Context: an optimization exercise on an open-source flow, tuned for small area, a short achievable clock period and few clock cycles per item. The choices shown serve that exercise and are no tape-out recipe. The RTL was checked by simulation tests, not by an equivalence proof against the original design.

==> v37: inputs <==
## segment_intersection_test
module segment_intersection_test #(
   parameter int COORD_BITS = sit_pkg::COORD_BITS_DEF
) (
   input  logic                         clock,
   input  logic                         reset,
   input  logic                         req_valid,
   output logic                         req_ready,
   input  logic signed [COORD_BITS-1:0] req_a_start_x,
   input  logic signed [COORD_BITS-1:0] req_a_start_y,
   input  logic signed [COORD_BITS-1:0] req_a_end_x,
   input  logic signed [COORD_BITS-1:0] req_a_end_y,
   input  logic signed [COORD_BITS-1:0] req_b_start_x,
   input  logic signed [COORD_BITS-1:0] req_b_start_y,
   input  logic signed [COORD_BITS-1:0] req_b_end_x,
   input  logic signed [COORD_BITS-1:0] req_b_end_y,
   output logic                         rsp_valid,
   input  logic                         rsp_ready,
   output logic                         rsp_hit,
   output logic [1:0]                   rsp_hit_kind
);
Settings: LEC_CHECK=0, CAP_MARGIN=20, CORE_MARGIN=2, CORE_UTILIZATION=50, PLACE_DENSITY=0.5, SETUP_SLACK_MARGIN=4.7, SLEW_MARGIN=20, SYNTH_HIERARCHICAL=1; clock period 8.0 ns.
run.sh (not shown) runs the stock make flow with config.mk's settings and CLKGATE_MAP_FILE= SYNTH_SCRIPT=/design/flow/synth_recipe.tcl, a recipe that flattens the netlist after the stock synthesis.
==> inputs of v34, as changes to v37 <==
- PLACE_DENSITY: 0.5 -> not set
- SETUP_SLACK_MARGIN: 4.7 -> 4.4
==> inputs of v30, as changes to v37 <==
- CORE_UTILIZATION: 50 -> 60
- CTS_BUF_LIST: not set -> sky130_fd_sc_hd__clkbuf_4 sky130_fd_sc_hd__clkbuf_8
- CTS_CLUSTER_SIZE: not set -> 30
- PLACE_DENSITY: 0.5 -> not set
==> inputs of v29, as changes to v37 <==
- SETUP_SLACK_MARGIN: 4.7 -> 4.6
==> summary.txt <==
Run status
  – Status: timing/DRC/antenna clean

Finish
  – Most frequent cells in the layout: xor2_1, a22o_1, fa_1, dfxtp_1, inv_1
  – Seq area share: 0.2142

Timing
  – Relative slew slack: 0.3558
  – Clock Skew: 0.06581 ns
  – PnR worst setup slack: 4.463 ns

Critical path
  – CP Data Arrival Time: 4.30 ns
  – Reg2reg end: u_dp.r4880_2

Die
  – CORE AREA: 0.1086 mm²
The numbers above come from v30.

==> summary.txt <==
Finish
  – Biggest register: qk_ff
  – Non-Clock Buffer Area Fraction: 0.04872
  – Seq area share: 0.2151
  – Most frequent cells in the layout: xor2_1, a22o_1, fa_1, dfxtp_1, ha_1

Worst hold path
  – Worst Hold End: u_dp.r6008_4

Placed design
  – Port bufs: 136

Critical path
  – CP cell instances: fa_2, fa_1, fa_2, fa_2, fa_2, buf_6, fa_2, fa_1
  – CP Data Arrival Time: 4.07 ns

Timing
  – Relative slew slack: 0.3480
  – PnR worst setup slack: 4.541 ns

Die
  – CORE AREA: 0.1296 mm²

Run status
  – Status: timing/DRC/antenna clean

Yosys
  – Post-synth net total: 7025
The numbers above come from v29.

==> summary.txt <==
Run status
  – Status: timing/DRC/antenna clean

Finish
  – Biggest register: qk_ff
  – Seq area share: 0.2183
  – Most frequent cells in the layout: xor2_1, fa_1, a22o_1, dfxtp_1, ha_1

Critical path
  – CP Data Arrival Time: 4.15 ns
  – Reg2reg end: u_dp.r5172_2
  – Worst Path Required: 8.58 ns
  – Critical path depth: 7

Timing
  – PnR worst setup slack: 4.423 ns
  – Clock Skew: 0.02104 ns

Placed design
  – Port bufs: 136

Die
  – CORE AREA: 0.1296 mm²

Yosys
  – Post-synthesis mux area share: 0.001892
The numbers above come from v34.

==> summary.txt <==
Finish
  – Most frequent cells in the layout: xor2_1, a22o_1, fa_1, dfxtp_1, ha_1
  – Biggest register: qk_ff
  – Seq area share: 0.2117

Detailed routing
  – Residual DRC: 0
  – Routed wire length on met2: 106400 µm
  – Drt pass-1 iters: 7

Clock network
  – TritonCTS Buffers: 91

Timing
  – Clock Skew: 0.05093 ns
  – PnR worst setup slack: 4.604 ns

Run status
  – Status: timing/DRC/antenna clean

Critical path
  – Reg2reg end: u_dp.r5446_3

Yosys
  – Most frequent cell after synthesis: xor2_1
  – Cell area after synthesis: 0.06546 mm²

Die
  – CORE AREA: 0.1296 mm²
The numbers above come from v37.

Testbench counts of v37, summed over its fixed seeds: cycles 16,048, items 16,000.
Testbench counts of v34, summed over its fixed seeds: cycles 16,048, items 16,000.
Testbench counts of v30, summed over its fixed seeds: cycles 16,048, items 16,000.
Testbench counts of v29, summed over its fixed seeds: cycles 16,048, items 16,000.

==> what the ideal ports hide <==
Ports are ideal in the flow. The routed layouts listed here were re-timed in OpenROAD.
Step 1 (the two cells are an assumption about what drives the block):
set clk [get_ports {clock}]
set_driving_cell -lib_cell sky130_fd_sc_hd__clkbuf_16 $clk
set_driving_cell -lib_cell sky130_fd_sc_hd__buf_2 [delete_from_list [all_inputs] $clk]
Step 2, shift: input delay + t, output delay - t, t = (earliest + latest rising clock arrival at the registers) / 2. This alone moves slack from input paths to output paths.
a / b / c = ideal / step 1 / step 2; a / b = the first two.
run | t, ns | setup WS [ns] | clock arrival spread, ns | cell pins on the clock port's net
v37 | 0.786 | 4.604 / 4.604 / 3.986 | 0.052 / 0.053 | 1
v34 | 0.777 | 4.423 / 4.423 / 3.738 | 0.022 / 0.022 | 1
v30 | 0.899 | 4.463 / 4.463 / 3.913 | 0.066 / 0.065 | 1
v29 | 0.792 | 4.541 / 4.541 / 3.911 | 0.054 / 0.054 | 1
After both steps setup and hold are still met in every run listed. The setup slack of v34, which loses most, moves by 0.000 ns with the drivers and by -0.685 ns with both steps.
